From an optimization exercise on the open Yosys and OpenROAD flow, aimed at small area, a short achievable clock period and few clock cycles per item; shortcuts taken in it are not production practice. Function was checked by simulation only, so behaviour that the tests miss may differ from the original. Power and IR drop assume default switching activity. No driver is modelled on the clock port, so clocking that relies on it looks cheaper here than on a real chip.

==> flow/design.v <==
package apb4_sram_pkg;
  typedef enum logic [1:0] {
    ST_IDLE   = 2'd0,
    ST_SETUP  = 2'd1,
    ST_WAIT   = 2'd2,
    ST_ACCESS = 2'd3
  } apb_state_e;
  localparam int DEF_ADDR_W      = 32;
  localparam int DEF_DATA_W      = 32;
  localparam int DEF_DEPTH       = 64;
  localparam int DEF_WAIT_CYCLES = 2;
  localparam int WAIT_CYCLES_MAX = 15;
  localparam int CNT_W           = 4;
  function automatic logic [CNT_W-1:0] wait_load(input int cycles);
    if (cycles > WAIT_CYCLES_MAX) begin
      wait_load = CNT_W'(WAIT_CYCLES_MAX);
    end else if (cycles < 0) begin
      wait_load = {CNT_W{1'b0}};
    end else begin
      wait_load = CNT_W'(cycles);
    end
  endfunction
endpackage
module apb4_sram_mem
#(
  parameter int DATA_W = apb4_sram_pkg::DEF_DATA_W,
  parameter int DEPTH  = apb4_sram_pkg::DEF_DEPTH,
  parameter int AW     = 6
) (
  input  logic                clk,
  input  logic                we,
  input  logic [DATA_W/8-1:0] be,
  input  logic [AW-1:0]       waddr,
  input  logic [DATA_W-1:0]   wdata,
  input  logic [AW-1:0]       raddr,
  input  logic                re,
  output logic [DATA_W-1:0]   rdata
);
  localparam int GRP  = 8;
  localparam int NGRP = DEPTH / GRP;
  logic [DATA_W-1:0] mem_r [DEPTH];
  always_ff @(posedge clk) begin
    if (we) begin
      for (int b = 0; b < DATA_W/8; b++) begin
        if (be[b]) begin
          mem_r[waddr][b*8 +: 8] <= wdata[b*8 +: 8];
        end
      end
    end
  end
  logic [GRP-1:0]  rsel_lo;
  logic [NGRP-1:0] rsel_hi;
  always_comb begin
    for (int i = 0; i < GRP; i++) begin
      rsel_lo[i] = (raddr[2:0] == 3'(i));
    end
    for (int i = 0; i < NGRP; i++) begin
      rsel_hi[i] = re && (raddr[AW-1:3] == (AW-3)'(i));
    end
  end
  for (genvar b = 0; b < DATA_W; b++) begin : g_rbit
    logic [NGRP-1:0] grp;
    for (genvar g = 0; g < NGRP; g++) begin : g_grp
      logic [GRP-1:0] col;
      for (genvar k = 0; k < GRP; k++) begin : g_col
        assign col[k] = mem_r[g*GRP + k][b];
      end
      apb4_sram_andor8 u_lo (.a (col), .s (rsel_lo), .y (grp[g]));
    end
    apb4_sram_andor8 u_hi (.a (grp), .s (rsel_hi), .y (rdata[b]));
  end
endmodule
module apb4_sram_andor8 (
  input  logic [7:0] a,
  input  logic [7:0] s,
  output logic       y
);
  assign y = |(a & s);
endmodule
module apb4_sram_slave
#(
  parameter int ADDR_W      = apb4_sram_pkg::DEF_ADDR_W,
  parameter int DATA_W      = apb4_sram_pkg::DEF_DATA_W,
  parameter int DEPTH       = apb4_sram_pkg::DEF_DEPTH,
  parameter int WAIT_CYCLES = 0
) (
  input  logic                pclk,
  input  logic                presetn,
  input  logic                psel,
  input  logic                penable,
  input  logic                pwrite,
  input  logic [ADDR_W-1:0]   paddr,
  input  logic [DATA_W-1:0]   pwdata,
  input  logic [DATA_W/8-1:0] pstrb,
  output logic [DATA_W-1:0]   prdata,
  output logic                pready,
  output logic                pslverr
);
  localparam int BYTES  = DATA_W / 8;
  localparam int OFF_W  = $clog2(BYTES);
  localparam int MEM_AW = (DEPTH > 1) ? $clog2(DEPTH) : 1;
  logic [MEM_AW-1:0] addr_r;
  logic              wen_r;
  logic              pready_r;
  logic              pslverr_r;
  logic [DATA_W-1:0] prdata_r;
  logic [ADDR_W-1:0] word_idx_s;
  logic              err_s;
  logic              setup_s;
  logic [BYTES-1:0]  be_s;
  logic [DATA_W-1:0] mem_rdata_s;
  always_comb begin
    word_idx_s = paddr >> OFF_W;
    err_s      = ((paddr & ADDR_W'(BYTES - 1)) != {ADDR_W{1'b0}}) ||
                 (word_idx_s >= ADDR_W'(DEPTH));
  end
  always_comb begin
    be_s = pstrb;
  end
  assign setup_s = psel && !penable && !pready_r;
  always_ff @(posedge pclk or negedge presetn) begin
    if (!presetn) begin
      pready_r  <= 1'b0;
      pslverr_r <= 1'b0;
      wen_r     <= 1'b0;
    end else begin
      pready_r  <= setup_s;
      pslverr_r <= setup_s && err_s;
      wen_r     <= setup_s && pwrite && !err_s;
    end
  end
  always_ff @(posedge pclk) begin
    prdata_r <= mem_rdata_s;
    addr_r   <= word_idx_s[MEM_AW-1:0];
  end
  apb4_sram_mem #(
    .DATA_W (DATA_W),
    .DEPTH  (DEPTH),
    .AW     (MEM_AW)
  ) u_mem (
    .clk    (pclk),
    .we     (wen_r),
    .be     (be_s),
    .waddr  (addr_r),
    .wdata  (pwdata),
    .raddr  (word_idx_s[MEM_AW-1:0]),
    .re     (!err_s),
    .rdata  (mem_rdata_s)
  );
  assign prdata  = prdata_r;
  assign pready  = pready_r;
  assign pslverr = pslverr_r;
endmodule
clock: 3.3 ns
lec_check: 0
cap_margin: 20
core_margin: 2
core_utilization: 45
cts_cluster_diameter: 100
cts_cluster_size: 30
setup_slack_margin: 1.2
slew_margin: 20
synth_hierarchical: 1
synth_minimum_keep_size: 0
run.sh (not shown) runs the stock make flow with config.mk's settings and CLKGATE_MAP_FILE= SYNTH_SCRIPT=/design/flow/synth_recipe.tcl, a recipe that flattens the netlist after the stock synthesis.
Testbench counts at the start, summed over its fixed seeds: cycles 80,000, transfers 40,000.
Change:
Settings changed: CORE_UTILIZATION 45 to 60, SETUP_SLACK_MARGIN 1.2 to 1.5.
- synthesized cell count is unchanged
- synthesized area does not change
- combinational power came out higher by 12%
- total power hardly moves
- critical path depth drops by 5
Change:
Settings changed: SETUP_SLACK_MARGIN 1.5 to 1.2.
After rerunning:
- utilization came out lower by 2.8 points
- worst setup slack loses 0.15 ns
- synthesized cell count is unchanged
- power came out lower by 0.58%
- global-route usage came out lower by 1.4 points
- design area came out lower by 3.9%
- sequential share of layout area came out higher by 2.8 points

Another version of the RTL of apb4_sram_slave (not shown whole).
For scale: about 3900 cells after synthesis, ~110 I/O pins.
clock: 3.3 ns
lec_check: 0
cap_margin: 20
core_margin: 2
core_utilization: 70
cts_cluster_diameter: 100
cts_cluster_size: 30
place_density: 0.78
setup_slack_margin: 1.8
slew_margin: 20
synth_hierarchical: 1
synth_minimum_keep_size: 0
The baseline finished clean.
Testbench counts at the start, summed over its fixed seeds: cycles 80,000, transfers 40,000.
Then changed:
--- a/flow/config.mk
+++ b/flow/config.mk
@@ -14 +14 @@
-export SETUP_SLACK_MARGIN = 1.8
+export SETUP_SLACK_MARGIN = 1.65
Effect: The new run finished clean. Combinational power falls by about 3%. Area after synthesis does not change. Cell count drops by 0.37%.
Then changed:
--- a/flow/config.mk
+++ b/flow/config.mk
@@ -12,0 +13 @@
+export GPL_TIMING_DRIVEN = 0
- The changed run finished with timing, DRC and antenna clean
- design area went up by 3.0%
- via count came out higher by 7.4%
- routed wire length is higher by 14%
- die area does not change
- critical path depth drops by 1
- worst setup slack degrades by 0.13 ns
- final cell count climbs by 2.6%
- power climbs by 1.5%
Then changed:
==> flow/flow/run.sh (new file) <==
#!/bin/bash
# The standard layout, with power recovery after global routing (it downsizes
# cells on paths with spare slack) and no dummy loads in the clock tree.
# make's full output goes to flow_make.log; ORFS keeps each step's log under orfs/logs.
set -euo pipefail
bash standard.sh RECOVER_POWER=30 \
  "CTS_ARGS=-sink_clustering_enable -repair_clock_nets -sink_clustering_size 30 -sink_clustering_max_diameter 100 -dont_use_dummy_load" \
  finish > flow_make.log 2>&1
==> flow/standard.sh (new file) <==
#!/bin/bash
# synth_recipe.tcl (not shown) runs the flow's synth.tcl, then flattens the netlist and writes it again
# the make line also repeats each setting of config.mk as NAME=value (left out here)
make -C /OpenROAD-flow-scripts/flow DESIGN_CONFIG=/design/flow/config.mk WORK_HOME=/design/flow/orfs CLKGATE_MAP_FILE= SYNTH_SCRIPT=/design/flow/synth_recipe.tcl "${@:-finish}"
--- a/flow/config.mk
+++ b/flow/config.mk
@@ -13 +12,0 @@
-export GPL_TIMING_DRIVEN = 0
removed: flow/run.sh
What happened: The changed run completed and failed the layout checks on capacitance limit, slew limit; wire length goes down by about 4%; register-to-register slack gets better by 0.08 ns; critical path depth goes up by 3; sequential power stays flat; power goes down by 1.7%; sequential cell count stays the same; worst setup slack gets worse by 0.41 ns; clock skew grows by 0.0097 ns; final area shrinks by 0.32%.

== umber ==
Another version of the RTL of apb4_sram_slave (not shown whole).
Size: ~3900 cells after synthesis, roughly 110 I/O pins.
==> flow/design.v (excerpt) <==
module apb4_sram_slave
#(
  parameter int ADDR_W      = apb4_sram_pkg::DEF_ADDR_W,
  parameter int DATA_W      = apb4_sram_pkg::DEF_DATA_W,
  parameter int DEPTH       = apb4_sram_pkg::DEF_DEPTH,
  parameter int WAIT_CYCLES = 0
) (
  input  logic                pclk,
  input  logic                presetn,
  input  logic                psel,
  input  logic                penable,
  input  logic                pwrite,
  input  logic [ADDR_W-1:0]   paddr,
  input  logic [DATA_W-1:0]   pwdata,
  input  logic [DATA_W/8-1:0] pstrb,
  output logic [DATA_W-1:0]   prdata,
  output logic                pready,
  output logic                pslverr
);
clock: 3.3 ns
lec_check: 0
cap_margin: 5
core_margin: 2
core_utilization: 70
cts_cluster_diameter: 100
cts_cluster_size: 30
place_density: 0.78
setup_slack_margin: 1.65
slew_margin: 5
synth_hierarchical: 1
synth_minimum_keep_size: 0
Stock flow here: none of the scripts above is used.
umber has completed all stages; timing, DRC and antenna checks passed.
Testbench counts of umber, summed over its fixed seeds: cycles 80,000, transfers 40,000.
The inputs of nickel differ from those of umber as listed below.
- putting TNS_END_PERCENT at 5 where nothing was set
- swapping 1.65 for 1.7 in SETUP_SLACK_MARGIN
- swapping 5 for 20 in SLEW_MARGIN
- clearing PLACE_DENSITY, which used to be 0.78
- swapping 70 for 60 in CORE_UTILIZATION
- swapping 5 for 20 in CAP_MARGIN
Notes after the runs:
- nickel went all the way through synthesis, placement and routing and the layout is clean on timing, DRC and antenna.
- Comparing nickel and umber, the lower total net switching power was measured on nickel.
- Summary of nickel over umber: detailed-routing wirelength on met1 increased by 15% relative to the old numbers; number of iterations in the first detailed-routing pass shows a reduction of 2; peak clock frequency supported by timing went down by about 14%; netlist area before placement held.
- umber → nickel: met3 wire length went down by about 33%; number of resized instances in the post-cts repair step moved down.
Modified inputs, raven compared to nickel
- swapping 1.7 for 1.5 in SETUP_SLACK_MARGIN
- Compared with nickel, in raven footprint of the multi-input gates neither gained nor lost much; final area increased by 0.41% relative to the old numbers; synthesized instance count comparable; sum of net half-perimeters after detailed placement dropped 1.0%; fraction of area in clock buffers and inverters comparable.
- nickel reports its path type of the worst min-delay path as primary input to asynchronous set/reset pin while raven reports primary input to flop.
- Changes observed in raven relative to nickel: met3 track demand over resource in global routing decreased 0.19 points; utilization rose by 0.28 points; routed wire length up 0.70%.
Inputs modified between raven and xenon:
- TNS_END_PERCENT no longer set, was 5
- GPL_ROUTABILITY_DRIVEN now 0, previously not set
## What came out
On clock skew: xenon sits above raven.
Global-route usage delta (xenon -> raven): insignificant
raven → xenon: initial antenna violation count saw a decrease; critical path depth rose 4; sequential standard cell area barely changed; internal power summed over all cells about even; setup fix buffers added after clock tree synthesis down 2.
Every stage of the flow completed for xenon, and the final layout passed the timing, design-rule and antenna checks.
Relative to xenon, the following input files were edited for sierra:
- CORE_UTILIZATION changed from 60 to 70
- GPL_ROUTABILITY_DRIVEN removed (was 0)
- PLACE_DENSITY newly set to 0.78
==> results.txt <==
Result for sierra and xenon: all clean. Changes observed in sierra relative to xenon: routed wire length -about 1%; met2 track demand over resource in global routing picked up an extra 6.9 points; global-route usage now larger; number of tap cells added at floorplan moved down. sierra ended up with sky130_fd_sc_hd__nand4_1 as its critical path's slowest cell; xenon ended up with sky130_fd_sc_hd__a22oi_1. Compared with xenon, placement density in the core of sierra is higher.
### sierra -> cedar
- SETUP_SLACK_MARGIN changed from 1.5 to 1.65
[summary]
- Against sierra, cedar comes in 6.8% lower on global placer's final weighted congestion.
- Share of the clock period used by the worst path was lower in the run labelled cedar.
- In cedar the power density over cell area turned out 0.71% higher than in sierra.
- Across both runs, amount of wire on met2 after detailed routing was higher for cedar than for sierra.
- Between sierra and cedar, the difference in total die area is negligible.
- cedar against sierra: area overhead of the layout relative to synthesis now smaller, maximum frequency now larger, switching part of the total power now larger, utilization now smaller.

afterwards: timing with drivers on the ports:
In the flow no input, the clock included, has a driving cell. The finished layouts below were timed again as built, in two steps. Step 1 sets driving cells, clkbuf_16 on the clock port and buf_2 on the other inputs (assumed; they add their load-dependent delay and slew). Step 2 moves the port delays by t, midway between the first and last clock arrival at a register: inputs arrive t later, outputs are due t later. That takes back most of the time a late clock gives input paths. Slacks: no drivers / after step 1 / after step 2; pairs: no drivers / after step 1.
run	shift t [ns]	setup slack, ns	hold slack, ns	worst setup path at the end	worst register clock-pin slew, ns
the first run of note 1	0.794	1.182 / 1.166 / 0.436	0.101 / 0.062 / 0.489	input to register	0.12 / 0.12
the second run of note 1	0.782	1.306 / 1.306 / 0.570	0.132 / 0.083 / 0.478	input to register	0.12 / 0.12
the third run of note 1	0.781	1.160 / 1.159 / 0.413	0.124 / 0.067 / 0.496	input to register	0.12 / 0.12
the first run of note 2	0.765	1.341 / 1.349 / 0.585	0.214 / 0.162 / 0.527	input to register	0.12 / 0.12
the second run of note 2	0.766	1.373 / 1.352 / 0.628	0.216 / 0.164 / 0.527	input to register	0.12 / 0.12
the third run of note 2	0.782	1.240 / 1.071 / 0.289	0.315 / 0.266 / 0.534	input to register	0.12 / 0.12
the fourth run of note 2	0.776	0.826 / 0.831 / 0.055	0.285 / 0.228 / 0.538	input to register	0.12 / 0.12
umber	0.776	1.382 / 1.314 / 0.615	0.220 / 0.204 / 0.485	input to register	0.12 / 0.12
nickel	0.772	1.057 / 1.064 / 0.292	0.334 / 0.291 / 0.511	input to register	0.12 / 0.12
raven	0.774	1.255 / 1.198 / 0.425	0.244 / 0.253 / 0.482	input to register	0.12 / 0.12
xenon	0.790	1.258 / 1.240 / 0.451	0.255 / 0.212 / 0.608	input to register	0.12 / 0.12
sierra	0.782	1.305 / 1.321 / 0.565	0.337 / 0.296 / 0.463	input to register	0.11 / 0.11
cedar	0.776	1.382 / 1.314 / 0.615	0.220 / 0.204 / 0.485	input to register	0.12 / 0.12
The setup slack of the third run of note 2, which loses most, moves by -0.169 ns with the drivers and by -0.951 ns with both steps.
